Background: an optimization exercise with open tools, aiming at small area. Do not read the settings as production practice. In this exercise RTL edits were held to simulation tests only and were not proved equivalent to the original. Power and IR drop assume default switching activity.

`design/flow/config.mk`:
```
export PLATFORM = sky130hd
export DESIGN_NAME = present_key_sched_bidir
export DESIGN_NICKNAME = present_key_sched_bidir
export VERILOG_FILES = /design/flow/design.v
export SDC_FILE = /design/flow/constraint.sdc
export NUM_CORES = 4
export LEC_CHECK = 0
export CAP_MARGIN = 20
export CORE_MARGIN = 2
export CORE_UTILIZATION = 40
export SLEW_MARGIN = 20
```
`design/flow/constraint.sdc`:
```
create_clock -name core_clock -period 10.0 [get_ports {clk}]
set_input_delay 2.0000 -clock core_clock [delete_from_list [all_inputs] [get_ports {clk}]]
set_output_delay 2.0000 -clock core_clock [all_outputs]
set_load 0.01 [all_outputs]
```
`design/flow/design.v`:
```
module present_key_sched_bidir #(
  parameter int KEY_W  = 128,
  parameter int ROUNDS = 31
) (
  input  logic             clk,
  input  logic             rst_n,
  input  logic [KEY_W-1:0] key,
  input  logic             start,
  input  logic             mode,
  input  logic             reuse,
  output logic [63:0]      rk,
  output logic [5:0]       rk_idx,
  output logic             rk_valid,
  input  logic             rk_ready,
  output logic             rk_last,
  output logic             busy,
  output logic             done,
  output logic             cache_ok
);
  if (KEY_W != 128 || ROUNDS != 31) begin : g_param_check
    $error("present_key_sched_bidir: only KEY_W = 128 and ROUNDS = 31 are supported");
  end
  typedef enum logic [1:0] {
    IDLE,
    ENC,
    EXPAND,
    STREAM
  } state_t;
  localparam logic [5:0] LP_LAST = 6'(ROUNDS + 1);
  function automatic logic [3:0] f_sbox(input logic [3:0] n);
    logic [3:0] s;
    case (n)
      4'h0: s = 4'hC;
      4'h1: s = 4'h5;
      4'h2: s = 4'h6;
      4'h3: s = 4'hB;
      4'h4: s = 4'h9;
      4'h5: s = 4'h0;
      4'h6: s = 4'hA;
      4'h7: s = 4'hD;
      4'h8: s = 4'h3;
      4'h9: s = 4'hE;
      4'hA: s = 4'hF;
      4'hB: s = 4'h8;
      4'hC: s = 4'h4;
      4'hD: s = 4'h7;
      4'hE: s = 4'h1;
      default: s = 4'h2;
    endcase
    f_sbox = s;
  endfunction
  function automatic logic [3:0] f_sbox_inv(input logic [3:0] n);
    logic [3:0] s;
    case (n)
      4'hC: s = 4'h0;
      4'h5: s = 4'h1;
      4'h6: s = 4'h2;
      4'hB: s = 4'h3;
      4'h9: s = 4'h4;
      4'h0: s = 4'h5;
      4'hA: s = 4'h6;
      4'hD: s = 4'h7;
      4'h3: s = 4'h8;
      4'hE: s = 4'h9;
      4'hF: s = 4'hA;
      4'h8: s = 4'hB;
      4'h4: s = 4'hC;
      4'h7: s = 4'hD;
      4'h1: s = 4'hE;
      default: s = 4'hF;
    endcase
    f_sbox_inv = s;
  endfunction
  function automatic logic [127:0] f_update(input logic [127:0] k, input logic [4:0] c);
    logic [127:0] r;
    r = {k[66:0], k[127:67]};
    r[127:124] = f_sbox(r[127:124]);
    r[123:120] = f_sbox(r[123:120]);
    r[66:62]   = r[66:62] ^ c;
    f_update = r;
  endfunction
  function automatic logic [127:0] f_update_inv(input logic [127:0] r, input logic [4:0] c);
    logic [127:0] k;
    k = r;
    k[66:62]   = k[66:62] ^ c;
    k[127:124] = f_sbox_inv(k[127:124]);
    k[123:120] = f_sbox_inv(k[123:120]);
    f_update_inv = {k[60:0], k[127:61]};
  endfunction
  state_t       r_state, w_state_nxt;
  logic [5:0]   r_ctr, w_ctr_nxt;
  logic         r_cache_ok, w_cok_nxt;
  logic         r_mode, w_mode_nxt;
  logic         r_done, w_done_nxt;
  logic [127:0] r_w, r_b;
  logic         w_valid, w_hs, w_last, w_first;
  logic         w_sel_key, w_sel_b, w_sel_fwd, w_sel_bwd, w_sel_hold;
  assign w_valid = (r_state == ENC) || (r_state == STREAM);
  assign w_hs    = w_valid && rk_ready;
  assign w_last  = (r_state == STREAM && r_mode) ? (r_ctr == 6'd1) : (r_ctr == LP_LAST);
  assign w_first = r_mode ? (r_ctr == LP_LAST) : (r_ctr == 6'd1);
  always_comb begin
    w_state_nxt = r_state;
    w_ctr_nxt   = r_ctr;
    w_cok_nxt   = r_cache_ok;
    w_mode_nxt  = r_mode;
    w_done_nxt  = 1'b0;
    w_sel_key   = 1'b0;
    w_sel_b     = 1'b0;
    w_sel_fwd   = 1'b0;
    w_sel_bwd   = 1'b0;
    unique case (r_state)
      IDLE: begin
        if (start) begin
          w_mode_nxt = mode;
          if (reuse && r_cache_ok) begin
            w_state_nxt = STREAM;
            w_ctr_nxt   = mode ? LP_LAST : 6'd1;
            w_sel_b     = (mode == r_mode);
          end else begin
            w_sel_key   = 1'b1;
            w_ctr_nxt   = 6'd1;
            w_cok_nxt   = 1'b0;
            w_state_nxt = mode ? EXPAND : ENC;
          end
        end
      end
      ENC: begin
        if (w_hs) begin
          if (r_ctr == LP_LAST) begin
            w_cok_nxt   = 1'b1;
            w_done_nxt  = 1'b1;
            w_state_nxt = IDLE;
          end else begin
            w_sel_fwd = 1'b1;
            w_ctr_nxt = r_ctr + 6'd1;
          end
        end
      end
      EXPAND: begin
        if (r_ctr == LP_LAST) begin
          w_cok_nxt   = 1'b1;
          w_state_nxt = STREAM;
        end else begin
          w_sel_fwd = 1'b1;
          w_ctr_nxt = r_ctr + 6'd1;
        end
      end
      STREAM: begin
        if (w_hs) begin
          if (w_last) begin
            w_done_nxt  = 1'b1;
            w_state_nxt = IDLE;
          end else if (r_mode) begin
            w_sel_bwd = 1'b1;
            w_ctr_nxt = r_ctr - 6'd1;
          end else begin
            w_sel_fwd = 1'b1;
            w_ctr_nxt = r_ctr + 6'd1;
          end
        end
      end
      default: w_state_nxt = IDLE;
    endcase
    w_sel_hold = !(w_sel_key || w_sel_b || w_sel_fwd || w_sel_bwd);
  end
  always_ff @(posedge clk) begin
    if (!rst_n) begin
      r_state    <= IDLE;
      r_ctr      <= '0;
      r_cache_ok <= 1'b0;
      r_mode     <= 1'b0;
      r_done     <= 1'b0;
    end else begin
      r_state    <= w_state_nxt;
      r_ctr      <= w_ctr_nxt;
      r_cache_ok <= w_cok_nxt;
      r_mode     <= w_mode_nxt;
      r_done     <= w_done_nxt;
    end
  end
  logic [127:0] w_fwd, w_bwd;
  assign w_fwd = f_update(r_w, r_ctr[4:0]);
  assign w_bwd = f_update_inv(r_w, r_ctr[4:0] - 5'd1);
  always_ff @(posedge clk) begin
    r_w <= ({128{w_sel_key}}  & key)
         | ({128{w_sel_b}}    & r_b)
         | ({128{w_sel_fwd}}  & w_fwd)
         | ({128{w_sel_bwd}}  & w_bwd)
         | ({128{w_sel_hold}} & r_w);
  end
  always_ff @(posedge clk) begin
    if (w_valid && w_first) begin
      r_b <= r_w;
    end
  end
  assign rk       = w_valid ? r_w[127:64] : 64'd0;
  assign rk_idx   = w_valid ? r_ctr : 6'd0;
  assign rk_valid = w_valid;
  assign rk_last  = w_valid && w_last;
  assign busy     = (r_state != IDLE);
  assign done     = r_done;
  assign cache_ok = r_cache_ok;
endmodule
```
`design/flow/run.sh`:
```
#!/bin/bash
# synth_recipe.tcl (not shown) runs the flow's synth.tcl, then flattens the netlist and writes it again
# the make line also repeats each setting of config.mk as NAME=value (left out here)
make -C /OpenROAD-flow-scripts/flow DESIGN_CONFIG=/design/flow/config.mk WORK_HOME=/design/flow/orfs CLKGATE_MAP_FILE= SYNTH_SCRIPT=/design/flow/synth_recipe.tcl finish
```
==> qor.yml <==
cp.arrival_ns: 5.73
skew_ns: 0.01380
cp_top_family: "buffers and inverters"
path_class: "in -> reg"
synth_edf_count: 128
synth_compound_area_frac: 0.1548
regArea_um2: 6947
dieArea_um2: 32390
fillCellCount: 2742
cts_buffer_depth: 3
p_seq_frac: 0.415
clkTransAtPathRegs_ns: 0.06
remaining_drc_errors: 0
syn_area_um2: 12390
seq_area_frac_synth: 0.5608
muxShareOfSynthArea: 0.02879
netlist_instances: 1160
dp_hpwl_um: 22380
first_pass_iters: 10
finalHoldViolations: 0
overflow: 0
drt_iter0_drc: 1366
multi_input_area_um2: 4962
cp-end-kind: "register"
internal_power_w: 0.003179
wl_per_cell_um: 20.44
slowest_delay_ns: 0.79
yosys.area_share.xor_xnor: 0.01202
hold_buffers: 0
synth-seq-cells: 283
die_y_um: 180.0
grt_pass1_wl_um: 55880
avgSynthCellArea_um2: 10.68
worstMarginPinSlew_ns: 1.015
antenna_found_initial: 0
path_buf_inv: 4
setup_viol: 0
critPathSlowestCell: "buf_4"
final_area_um2: 15750
p_sw_frac: 0.3639
synth_ff_type: "dfxtp_1"
syn_nets: 1322
dpl-instance-area_um2: 14690
maxCapViolCount: 0
status: "timing/DRC/antenna clean"
crit_chain: "clkdlybuf4s50_1 -> xor2_1 -> nor3_2 -> buf_4 -> nor4_4 -> buf_4 -> a221o_1 -> inv_1 -> ha_1 -> mux4_2"
grt_pass1_vias: 9669
clkLatencyLatePin_ns: 0.55
area_growth_pct: 27.13
cts_sinks: 283
p_clk_frac: 0.236
p_leak_nw: 5.935
cts_tree: "yes"
peakVddDrop_mv: 0.1727
num_io_pins: 209
period_share: 0.5316
synth_adder_area_share: 0.02828
cts_resized: 0
pwr-share-comb: 0.348
rsz0062_at_grt: "false"
place_congestion: 0.8128
layout_min_cycle_time_ns: 5.316
nNetsFinal: 1483
synthArstFlopShare: 0
cts_root_buffer: "clkbuf_16"
fmax_mhz: 188.1
vias: 9936
antenna_left: 0
die_w_um: 180.0
num_antenna_cells: 0
finalMaxSlewViolations: 0
required_ns: 10.41
synth.distinct_cells: 58
synth_top_family_by_area: "simple AND/OR/NAND/NOR gates"
coreArea_um2: 30510
layout-drive-gt1-share: 0.06245
cpMostUsedCell: "buf_4"
worstPathMaxFanout: 81
yosysWarnings: 1
post_cts_buffers: 0
hp-class: "reg -> reg"
grt_max_degree: 82
yosys.area_share.simple: 0.1734
cts_buffers: 30
cts.htree.levels: 1
switching_power_w: 0.001818
vias_per_cell: 5.707
initial_core_util: 0.4060
io_buffers: 208
maxSlewHeadroom: 0.3234
num_rows: 64
grt_use_total: 0.2113
powerDensity_nw_per_um2: 317.3
setup_tns_ns: 0
start_kind: "primary input"
wl_um: 35590
==> power groups by stage <==
stage / sequential, W / clock, W / combinational, W
detailed placement: 0.00209 / 0 / 0.00175
finish: 0.00208 / 0.00118 / 0.00174
floorplan: 0.00194 / 0 / 0.00127
global route: 0.00213 / 0.00125 / 0.00195
global placement: 0.00209 / 0 / 0.00170
CTS: 0.00207 / 0.00120 / 0.00176
==> Yosys cell counts (3+ instances only) <==
cell type  instances  area, um2
mux2_1             8      90.09
mux2i_1           21      210.2
a221o_1           15      150.1
clkbuf_1          56      210.2
xor2_1             8      70.07
dfxtp_1          155       3103
a222oi_1         112       1121
ha_1              28      350.3
nor2b_1            3      18.77
a21oi_2            3      26.28
a221oi_1           6      52.55
a22o_1            15      131.4
buf_2             30      150.1
nand2_1          234      878.3
o21ai_0            7      35.03
edfxtp_1         128       3844
a211oi_1           8      60.06
a21oi_1           15      75.07
nor2_1            29      108.9
xnor2_1            9      78.83
buf_6              3      33.78
a21o_1            11      82.58
nand3_1          117      585.6
nor3_1             4      20.02
and2_1            69      431.7
inv_1             26      97.59
==> worst paths after layout <==
path,startpoint,endpoint,slack (ns),cells after the start
max,mode,w_bwd[64]$_DFF_P_,4.68,10
min,r_b[56]$_DFFE_PP_,r_w[56]$_DFF_P_,0.48,2
max reg2reg,r_ctr[0]$_SDFFE_PN0P_,w_bwd[64]$_DFF_P_,5.67,11
min reg2reg,r_b[56]$_DFFE_PP_,r_w[56]$_DFF_P_,0.48,2
==> final cells by class <==
class	count	area share
multi-input cells	756	0.3151
repair buffers	220	0.1379
well taps	396	0.03146
clock buffers	40	0.05395
clock inverters	16	0.01327
inverters	30	0.007151
flip-flops and latches	283	0.4411
==> sequential cells by signal, summed over array words and instances (netlist names) <==
signal      flops
r_b           128
r_w           128
w_bwd           8
w_fwd           8
r_ctr           6
r_state         2
r_cache_ok      1
r_done          1
r_mode          1
==> routing by layer <==
metal  part of all wire  vias up  global-route usage
met1               0.46     4846              0.3123
met4              0.012        0             0.03740
li1                   -     4687                   -
met3              0.068       34             0.03707
met2               0.46      369              0.3277
met5                  0        -                   0
==> worst min-delay path, stage by stage, from the launching register on <==
cell and delay [ns]:
edfxtp_1 0.32, a222oi_1 0.06, nand3_1 0.07
==> logic make-up (layout without fill, tap and decap cells) <==
kind of cell	count (synthesis)	after routing
XOR/XNOR	17	17
multiplexers	32	32
AND/OR/NAND/NOR	467	467
flip-flops	283	283
AO/OA/AOI/OAI	212	212
adder cells (fa/ha/maj)	28	28
buffers and inverters	121	306
==> metrics by stage <==
step	total power [W]	setup WS, ns	hold slack (ns)	cells	util
after floorplan	0.003211	2.895	0.4304	1160	-
after global placement	0.003791	4.125	0.4588	1685	0.4815
after detailed placement	0.003843	4.057	0.4648	1685	0.4815
after CTS	0.005028	4.626	0.4874	1741	0.5162
after global routing	0.005321	4.441	0.5020	1741	0.5162
final	0.004997	4.684	0.4842	1741	0.5162
==> cell usage in the layout, fill, tap and decap left out, types with 25 or more instances in the layout <==
cell type,netlist,layout
inv_1,26,25
nand2_1,234,234
dfxtp_1,155,155
clkdlybuf4s50_1,0,208
clkbuf_16,0,31
and2_1,69,69
nor2_1,29,28
edfxtp_1,128,128
nand3_1,117,117
ha_1,28,28
a222oi_1,112,112

==> separate check: timing with driven ports <==
The results above use ideal ports. As a check the final layout listed here was re-extracted and re-timed, cells and wires unchanged.
Step 1 assumes that a clkbuf_16 drives the clock port and a buf_2 every other input.
Step 2, shift: input delay + t, output delay - t, t = (earliest + latest rising clock arrival at the registers) / 2. This alone moves slack from input paths to output paths.
Slacks: no drivers / after step 1 / after step 2; pairs: no drivers / after step 1.
t, ns: 0.593
setup WS [ns]: 4.684 / 4.714 / 4.121
hold slack, ns: 0.484 / 0.484 / 0.484
latest minus earliest clock arrival (ns): 0.016 / 0.016
worst register clock-pin slew, ns: 0.07 / 0.07
After both steps setup and hold are still met in this run. For this run, drivers alone change the setup slack by +0.030 ns; drivers and shift together by -0.563 ns.
